This design comes from an exercise in tuning for a short achievable clock period and few clock cycles on the open sky130 flow, not from production work. Only simulation tests tie the RTL to the original design; equivalence was not proved. The clock port is modelled as an ideal driver; clocking choices that lean on that would not hold on a real chip. No activity file was given, so power comes from the tool's default toggle rates.

run 1:
Design data_memory_ctrl, start of the top module:
module data_memory_ctrl
#(
  parameter int ADDR_WIDTH = 9
) (
  input  logic                  clk,
  input  logic                  rst_n,
  input  logic                  req,
  input  logic                  we,
  input  logic [1:0]            size,
  input  logic                  sign_ext,
  input  logic [ADDR_WIDTH-1:0] addr,
  input  logic [31:0]           wdata,
  output logic                  ready,
  output logic [31:0]           rdata,
  output logic                  err
);
Size: roughly 160000 um2 of cells after synthesis.
==> flow/config.mk <==
export PLATFORM = sky130hd
export DESIGN_NAME = data_memory_ctrl
export DESIGN_NICKNAME = data_memory_ctrl
export VERILOG_FILES = /design/flow/design.v
export SDC_FILE = /design/flow/constraint.sdc
export NUM_CORES = 4
export LEC_CHECK = 0
export CAP_MARGIN = 20
export CORE_MARGIN = 2
export CORE_UTILIZATION = 50
export PLACE_DENSITY = 0.68
export SETUP_SLACK_MARGIN = 3.5
export SLEW_MARGIN = 20
==> flow/constraint.sdc <==
create_clock -name core_clock -period 7.0 [get_ports {clk}]
set_input_delay 1.4000 -clock core_clock [delete_from_list [all_inputs] [get_ports {clk}]]
set_output_delay 1.4000 -clock core_clock [all_outputs]
set_load 0.01 [all_outputs]
standard.sh (not shown) runs the stock make flow with config.mk's settings and CLKGATE_MAP_FILE= SYNTH_SCRIPT=/design/flow/synth_recipe.tcl, a recipe that flattens the netlist after the stock synthesis.
==> flow/flow/run.sh <==
#!/bin/bash
# Standard layout with these changes: port buffers from the buf family,
# sizing not held to each cell's footprint, and the half and full adder
# cells kept out (added to the platform's don't-use list), so synthesis
# leaves XOR/AND pairs as plain gates for ABC to map for speed; and the
# repairs in CTS and global routing time the design with wire capacitance
# scaled up (flow/scale_rc.tcl), since detailed routing adds capacitance
# the estimates miss.
set -euo pipefail
DONT_USE="sky130_fd_sc_hd__probe_p_8 sky130_fd_sc_hd__probec_p_8 sky130_fd_sc_hd__lpflow_bleeder_1 sky130_fd_sc_hd__lpflow_clkbufkapwr_1 sky130_fd_sc_hd__lpflow_clkbufkapwr_16 sky130_fd_sc_hd__lpflow_clkbufkapwr_2 sky130_fd_sc_hd__lpflow_clkbufkapwr_4 sky130_fd_sc_hd__lpflow_clkbufkapwr_8 sky130_fd_sc_hd__lpflow_clkinvkapwr_1 sky130_fd_sc_hd__lpflow_clkinvkapwr_16 sky130_fd_sc_hd__lpflow_clkinvkapwr_2 sky130_fd_sc_hd__lpflow_clkinvkapwr_4 sky130_fd_sc_hd__lpflow_clkinvkapwr_8 sky130_fd_sc_hd__lpflow_decapkapwr_12 sky130_fd_sc_hd__lpflow_decapkapwr_3 sky130_fd_sc_hd__lpflow_decapkapwr_4 sky130_fd_sc_hd__lpflow_decapkapwr_6 sky130_fd_sc_hd__lpflow_decapkapwr_8 sky130_fd_sc_hd__lpflow_inputiso0n_1 sky130_fd_sc_hd__lpflow_inputiso0p_1 sky130_fd_sc_hd__lpflow_inputiso1n_1 sky130_fd_sc_hd__lpflow_inputiso1p_1 sky130_fd_sc_hd__lpflow_inputisolatch_1 sky130_fd_sc_hd__lpflow_isobufsrc_1 sky130_fd_sc_hd__lpflow_isobufsrc_16 sky130_fd_sc_hd__lpflow_isobufsrc_2 sky130_fd_sc_hd__lpflow_isobufsrc_4 sky130_fd_sc_hd__lpflow_isobufsrc_8 sky130_fd_sc_hd__lpflow_isobufsrckapwr_16 sky130_fd_sc_hd__lpflow_lsbuf_lh_hl_isowell_tap_1 sky130_fd_sc_hd__lpflow_lsbuf_lh_hl_isowell_tap_2 sky130_fd_sc_hd__lpflow_lsbuf_lh_hl_isowell_tap_4 sky130_fd_sc_hd__lpflow_lsbuf_lh_isowell_4 sky130_fd_sc_hd__lpflow_lsbuf_lh_isowell_tap_1 sky130_fd_sc_hd__lpflow_lsbuf_lh_isowell_tap_2 sky130_fd_sc_hd__lpflow_lsbuf_lh_isowell_tap_4"
DONT_USE="$DONT_USE sky130_fd_sc_hd__ha_1 sky130_fd_sc_hd__ha_2 sky130_fd_sc_hd__ha_4"
DONT_USE="$DONT_USE sky130_fd_sc_hd__fa_1 sky130_fd_sc_hd__fa_2 sky130_fd_sc_hd__fa_4"
bash standard.sh MATCH_CELL_FOOTPRINT=0 \
  "BUFFER_PORTS_ARGS=-buffer_cell sky130_fd_sc_hd__buf_4" \
  "DONT_USE_CELLS=$DONT_USE" \
  PRE_CTS_TCL=$(pwd)/flow/scale_rc.tcl \
  PRE_GLOBAL_ROUTE_TCL=$(pwd)/flow/scale_rc.tcl \
  finish > standard.log 2>&1
==> flow/flow/scale_rc.tcl <==
# Pessimistic wire capacitance for the repair steps: the platform's layer
# RC with capacitance scaled by rc_scale, clock wires left as they are.
set rc_scale 1.4
set_layer_rc -layer li1 -capacitance [expr {1.499e-04 * $rc_scale}] -resistance 7.176e-02
set_layer_rc -layer met1 -capacitance [expr {1.72375E-04 * $rc_scale}] -resistance 8.929e-04
set_layer_rc -layer met2 -capacitance [expr {1.36233E-04 * $rc_scale}] -resistance 8.929e-04
set_layer_rc -layer met3 -capacitance [expr {2.14962E-04 * $rc_scale}] -resistance 1.567e-04
set_layer_rc -layer met4 -capacitance [expr {1.48128E-04 * $rc_scale}] -resistance 1.567e-04
set_layer_rc -layer met5 -capacitance [expr {1.54087E-04 * $rc_scale}] -resistance 1.781e-05
set_wire_rc -signal -layer met1
set_wire_rc -clock -resistance 1.567e-04 -capacitance 2.14962E-04
Run 1 went all the way through the flow, and no timing, DRC or antenna check failed.
Testbench counts of run 1, summed over its fixed seeds: cycles 7,536.
Relative to run 1, the following input files were edited for run 2:
--- a/flow/flow/scale_rc.tcl
+++ b/flow/flow/scale_rc.tcl
@@ -3 +3 @@
-set rc_scale 1.4
+set rc_scale 1.6
[summary]
- Comparing run 2 with run 1, the maximum frequency came out essentially unchanged.
- On run 2: global-route usage is 1.6 points higher than what run 1 gave.
- Between run 2 and run 1, growth of design area from synthesis to finish is higher for run 2, run 1 comes in under that.
- Wire length delta (run 2 − run 1): unfavourable
- Between run 2 and run 1, the global-route wire length before repair is lower for run 1.
- Diff run 1 -> run 2 | number of filler cells placed in the layout | down by a few percent
- Against run 1, run 2 reports a count of routing violations after the opening detailed-route iteration that is higher.
- Design area on run 2 is behind run 1.
Changes in run 3 relative to run 2:
--- a/flow/flow/run.sh
+++ b/flow/flow/run.sh
@@ -5,4 +5 @@
-# leaves XOR/AND pairs as plain gates for ABC to map for speed; and the
-# repairs in CTS and global routing time the design with wire capacitance
-# scaled up (flow/scale_rc.tcl), since detailed routing adds capacitance
-# the estimates miss.
+# leaves XOR/AND pairs as plain gates for ABC to map for speed.
@@ -16,2 +12,0 @@
-  PRE_CTS_TCL=$(pwd)/flow/scale_rc.tcl \
-  PRE_GLOBAL_ROUTE_TCL=$(pwd)/flow/scale_rc.tcl \
removed: flow/flow/scale_rc.tcl
### Flow results
- Floorplan die height came out exactly the same in run 2 and run 3.
- Launch point of the worst path: addr[3] -> run 3, r_cand[3][25] -> run 2
- Against run 2, total length of routed wires in run 3 fell by a few percent.
- Compared with run 2, run 3 is the less power-hungry design.
- On post-route minimum period, run 3 does better than run 2.
- Between run 2 and run 3, combinational cell fraction of total power is lower for run 3, run 2 comes in above that.
- Cmp run 3 vs run 2: instance count on the critical path higher in run 3
- Going from run 2 to run 3, number of buffers other than clock buffers in the final layout shrank by more than a quarter.
- Compared with run 2, run 3 shows a higher clock network fraction of design power.
For run 4, these inputs were changed with respect to run 3:
Settings: changing PLACE_DENSITY from 0.68 to 0.75; changing CORE_UTILIZATION from 50 to 60.
==> flow/flow/run.sh <==
#!/bin/bash
# Standard layout, with port buffers from the buf family so the resizer can
# size them, and sizing not held to each cell's footprint.
set -euo pipefail
bash standard.sh MATCH_CELL_FOOTPRINT=0 \
  "BUFFER_PORTS_ARGS=-buffer_cell sky130_fd_sc_hd__buf_4" \
  finish > standard.log 2>&1
### Flow results
Run 4: flow completed, timing, DRC and antenna clean. Run 4 against run 3: combinational share of power did not really move; multi-input logic area went down; minimum clock period went up; synthesis-to-layout area growth went down. Going from run 3 to run 4, final-layout clock buffer total shrank by a few percent. [compare] base=run 3 new=run 4: total power of the final layout moved down, required time of the critical path level, mean instance size in the synthesized netlist moved up, non-clock buffer count moved down, via count moved up. There was hardly any difference in count of sequential standard cells between run 3 and run 4.


== the previous run ==
Another version of the RTL of data_memory_ctrl (not shown whole).
For scale: roughly 9,800 cells after synthesis, roughly 4,400 flip-flops, roughly 82 I/O pins, roughly 0.16 mm^2 of cells after synthesis.
clock: 7.0 ns
lec_check: 0
cap_margin: 20
core_margin: 2
core_utilization: 40
setup_slack_margin: 3.5
slew_margin: 20
==> flow/flow/run.sh <==
#!/bin/bash
# Standard layout, with port buffers from the buf family so the resizer can
# size them, and sizing not held to each cell's footprint.
set -euo pipefail
bash standard.sh MATCH_CELL_FOOTPRINT=0 \
  "BUFFER_PORTS_ARGS=-buffer_cell sky130_fd_sc_hd__buf_4" \
  finish > standard.log 2>&1
The final layout from the previous run, which completed every stage, passed the timing, design-rule and antenna checks at the end of the flow.
Testbench counts of the previous run, summed over its fixed seeds: cycles 7,536.
Relative to the previous run, the following input files were edited for the current run:
# the previous run
export LEC_CHECK = 0
export CAP_MARGIN = 20
export CORE_MARGIN = 2
export CORE_UTILIZATION = 40
export SETUP_SLACK_MARGIN = 3.5
export SLEW_MARGIN = 20
create_clock -name core_clock -period 7.0 [get_ports {clk}]
# the current run
export LEC_CHECK = 0
export CAP_MARGIN = 20
export CORE_MARGIN = 2
export CORE_UTILIZATION = 50
export PLACE_DENSITY = 0.68
export SETUP_SLACK_MARGIN = 3.5
export SLEW_MARGIN = 20
create_clock -name core_clock -period 7.0 [get_ports {clk}]
[summary]
Comparing the previous run and the current run, the lower count of cells along the worst register-to-register path was measured on the current run. Diff the previous run -> the current run: clock group share of total power higher; proportion of total power due to net switching dropped 0.23 points; die area lower; total sequential power did not really move. Compared with the previous run, in the current run total power went up by 440 uW, global-route wire length before repair went down by 2.3%. All-layer global routing usage delta for the current run relative to the previous run: 7.3 points higher. From the previous run to the current run the numbers moved as follows: utilization after layout increased by 11 points relative to the old numbers, final area decreased 1.4%.


## run P
The RTL this note starts from:
==> flow/design.v <==
`default_nettype none
package mem_pkg;
  localparam logic [1:0] SIZE_BYTE = 2'b00;
  localparam logic [1:0] SIZE_HALF = 2'b01;
  localparam logic [1:0] SIZE_WORD = 2'b10;
  localparam logic [1:0] SIZE_BAD  = 2'b11;
  localparam int WORD_BYTES = 4;
  function automatic logic is_misaligned(input logic [1:0] size,
                                         input logic [1:0] offset);
    logic bad;
    case (size)
      SIZE_BYTE: bad = 1'b0;
      SIZE_HALF: bad = offset[0];
      SIZE_WORD: bad = (offset != 2'b00);
      default:   bad = 1'b1;
    endcase
    is_misaligned = bad;
  endfunction
endpackage
`default_nettype wire
`default_nettype none
module mem_lane_align
(
  input  logic [1:0]  size,
  input  logic [1:0]  offset,
  input  logic        sign_ext,
  input  logic [31:0] wdata,
  input  logic [31:0] rword,
  output logic [3:0]  byte_en,
  output logic [31:0] wword,
  output logic [31:0] rdata_ext
);
  logic [7:0]  w_byte;
  logic [15:0] w_half;
  always_comb begin
    case (offset)
      2'd0:    w_byte = rword[31:24];
      2'd1:    w_byte = rword[23:16];
      2'd2:    w_byte = rword[15:8];
      default: w_byte = rword[7:0];
    endcase
    w_half    = offset[1] ? rword[15:0] : rword[31:16];
    byte_en   = 4'b0000;
    wword     = wdata;
    rdata_ext = 32'h0000_0000;
    case (size)
      mem_pkg::SIZE_BYTE: begin
        byte_en   = 4'b1000 >> offset;
        wword     = {4{wdata[7:0]}};
        rdata_ext = {{24{sign_ext & w_byte[7]}}, w_byte};
      end
      mem_pkg::SIZE_HALF: begin
        byte_en   = offset[1] ? 4'b0011 : 4'b1100;
        wword     = {2{wdata[15:0]}};
        rdata_ext = {{16{sign_ext & w_half[15]}}, w_half};
      end
      mem_pkg::SIZE_WORD: begin
        byte_en   = 4'b1111;
        wword     = wdata;
        rdata_ext = rword;
      end
      default: begin
        byte_en   = 4'b0000;
      end
    endcase
  end
endmodule
`default_nettype wire
`default_nettype none
module data_memory_ctrl
#(
  parameter int ADDR_WIDTH = 9
) (
  input  logic                  clk,
  input  logic                  rst_n,
  input  logic                  req,
  input  logic                  we,
  input  logic [1:0]            size,
  input  logic                  sign_ext,
  input  logic [ADDR_WIDTH-1:0] addr,
  input  logic [31:0]           wdata,
  output logic                  ready,
  output logic [31:0]           rdata,
  output logic                  err
);
  localparam int DEPTH = 2 ** (ADDR_WIDTH - 2);
  localparam int HALF  = DEPTH / 2;
  logic [31:0]           r_mem [DEPTH];
  logic                  r_ld;                    
  logic [31:0]           r_cand [2];
  logic                  w_bad;
  logic [ADDR_WIDTH-3:0] w_idx;
  logic [31:0]           w_word;
  logic [3:0]            w_be;
  logic [31:0]           w_wlane;
  logic [31:0]           w_merged;
  logic                  w_store;
  logic [31:0]           w_word_h [2];
  logic [31:0]           w_load_h [2];
  assign w_bad   = mem_pkg::is_misaligned(size, addr[1:0]);
  assign w_idx   = addr[ADDR_WIDTH-1:2];
  assign w_word  = r_mem[w_idx];
  assign w_store = req && we && !w_bad;
  mem_lane_align u_lane_align (
    .size      (size),
    .offset    (addr[1:0]),
    .sign_ext  (sign_ext),
    .wdata     (wdata),
    .rword     (w_word),
    .byte_en   (w_be),
    .wword     (w_wlane),
    .rdata_ext ()
  );
  for (genvar i = 0; i < mem_pkg::WORD_BYTES; i++) begin : g_lane
    assign w_merged[8*i +: 8] = w_be[i] ? w_wlane[8*i +: 8] : w_word[8*i +: 8];
  end
  for (genvar h = 0; h < 2; h++) begin : g_half
    assign w_word_h[h] = r_mem[{1'(h), addr[ADDR_WIDTH-2:2]}];
    mem_lane_align u_lane_load (
      .size      (size),
      .offset    (addr[1:0]),
      .sign_ext  (sign_ext),
      .wdata     (32'h0000_0000),
      .rword     (w_word_h[h]),
      .byte_en   (),
      .wword     (),
      .rdata_ext (w_load_h[h])
    );
    always_ff @(posedge clk) begin
      r_cand[h] <= (addr[ADDR_WIDTH-1] == 1'(h) && !w_bad) ? w_load_h[h] : 32'h0000_0000;
    end
  end
  always_ff @(posedge clk or negedge rst_n) begin
    if (!rst_n) begin
      r_ld <= 1'b0;
    end else begin
      r_ld <= req && !we && !r_ld;
    end
  end
  assign ready = r_ld || (req && we);
  assign err   = w_bad;
  assign rdata = r_cand[0] | r_cand[1];
  always_ff @(posedge clk) begin
    if (w_store) begin
      r_mem[w_idx] <= w_merged;
    end
  end
endmodule
`default_nettype wire
Settings: LEC_CHECK=0, CAP_MARGIN=20, CORE_MARGIN=2, CORE_UTILIZATION=40, SETUP_SLACK_MARGIN=3.5, SLEW_MARGIN=20; clock period 7.0 ns.
Scripts as last shown in full above: flow/flow/run.sh
Testbench counts of run P, summed over its fixed seeds: cycles 7,527.
Changes in run R relative to run P:
==> flow/run.sh (new file) <==
#!/bin/bash
# synth_recipe.tcl (not shown) runs the flow's synth.tcl, then flattens the netlist and writes it again
# the make line also repeats each setting of config.mk as NAME=value (left out here)
make -C /OpenROAD-flow-scripts/flow DESIGN_CONFIG=/design/flow/config.mk WORK_HOME=/design/flow/orfs CLKGATE_MAP_FILE= SYNTH_SCRIPT=/design/flow/synth_recipe.tcl finish
removed: flow/flow/run.sh
removed: flow/standard.sh
Results
Between run P and run R, the cell count went up.
Leakage power: run R worse than run P
Sequential fraction of total cell area delta for run R relative to run P: 0.81 points lower
Between run P and run R, area taken by multi-input logic gates increased.
Relative to run P, the number of gates resized after CTS measured on run R has increased by more than a quarter.
Against run P as the reference, run R delivers a lower worst path arrival time.
Clock tree skew after final layout delta (run R − run P): unfavourable
Run R vs run P, length of routed wiring on met1 went up by about 3%.
Status: via count of the first global-routing pass parity (run P, run R)
Cell area | run R vs run P | run R larger

[afterwards: timing with drivers on the ports]
No port has a modelled driver above. Below, the same layouts with a new extraction and two added sets of constraints.
Step 1 sets driving cells, clkbuf_16 on the clock port and buf_2 on the other inputs (assumed; they add their load-dependent delay and slew).
Step 2 moves the port delays by t, midway between the first and last clock arrival at a register: inputs arrive t later, outputs are due t later. That takes back most of the time a late clock gives input paths.
Slacks: ideal / step 1 / step 2; pairs: ideal / step 1.
| run | t, ns | slack for setup (ns) | worst setup path at the end | clock arrival spread, ns | pins driven straight from the clock port |
|---|---|---|---|---|---|
| run 1 | 1.117 | 3.378 / 3.128 / 2.137 | input to register | 0.054 / 0.053 | 1 |
| run 2 | 1.125 | 3.367 / 3.102 / 2.150 | input to register | 0.059 / 0.058 | 1 |
| run 3 | 1.103 | 3.380 / 3.127 / 2.130 | input to register | 0.062 / 0.062 | 1 |
| run 4 | 1.077 | 3.208 / 3.030 / 1.954 | input to register | 0.117 / 0.117 | 1 |
| the previous run | 1.138 | 3.179 / 2.971 / 2.084 | input to register | 0.102 / 0.102 | 1 |
| the current run | 1.120 | 3.195 / 3.024 / 1.903 | input to register | 0.095 / 0.095 | 1 |
| run P | 1.099 | 3.182 / 2.831 / 1.732 | input to register | 0.076 / 0.076 | 1 |
| run R | 1.135 | 3.002 / 3.011 / 1.877 | input to register | 0.116 / 0.117 | 1 |
After both steps every run listed still meets setup and hold. The setup slack of run P, which loses most, moves by -0.351 ns with the drivers and by -1.450 ns with both steps.
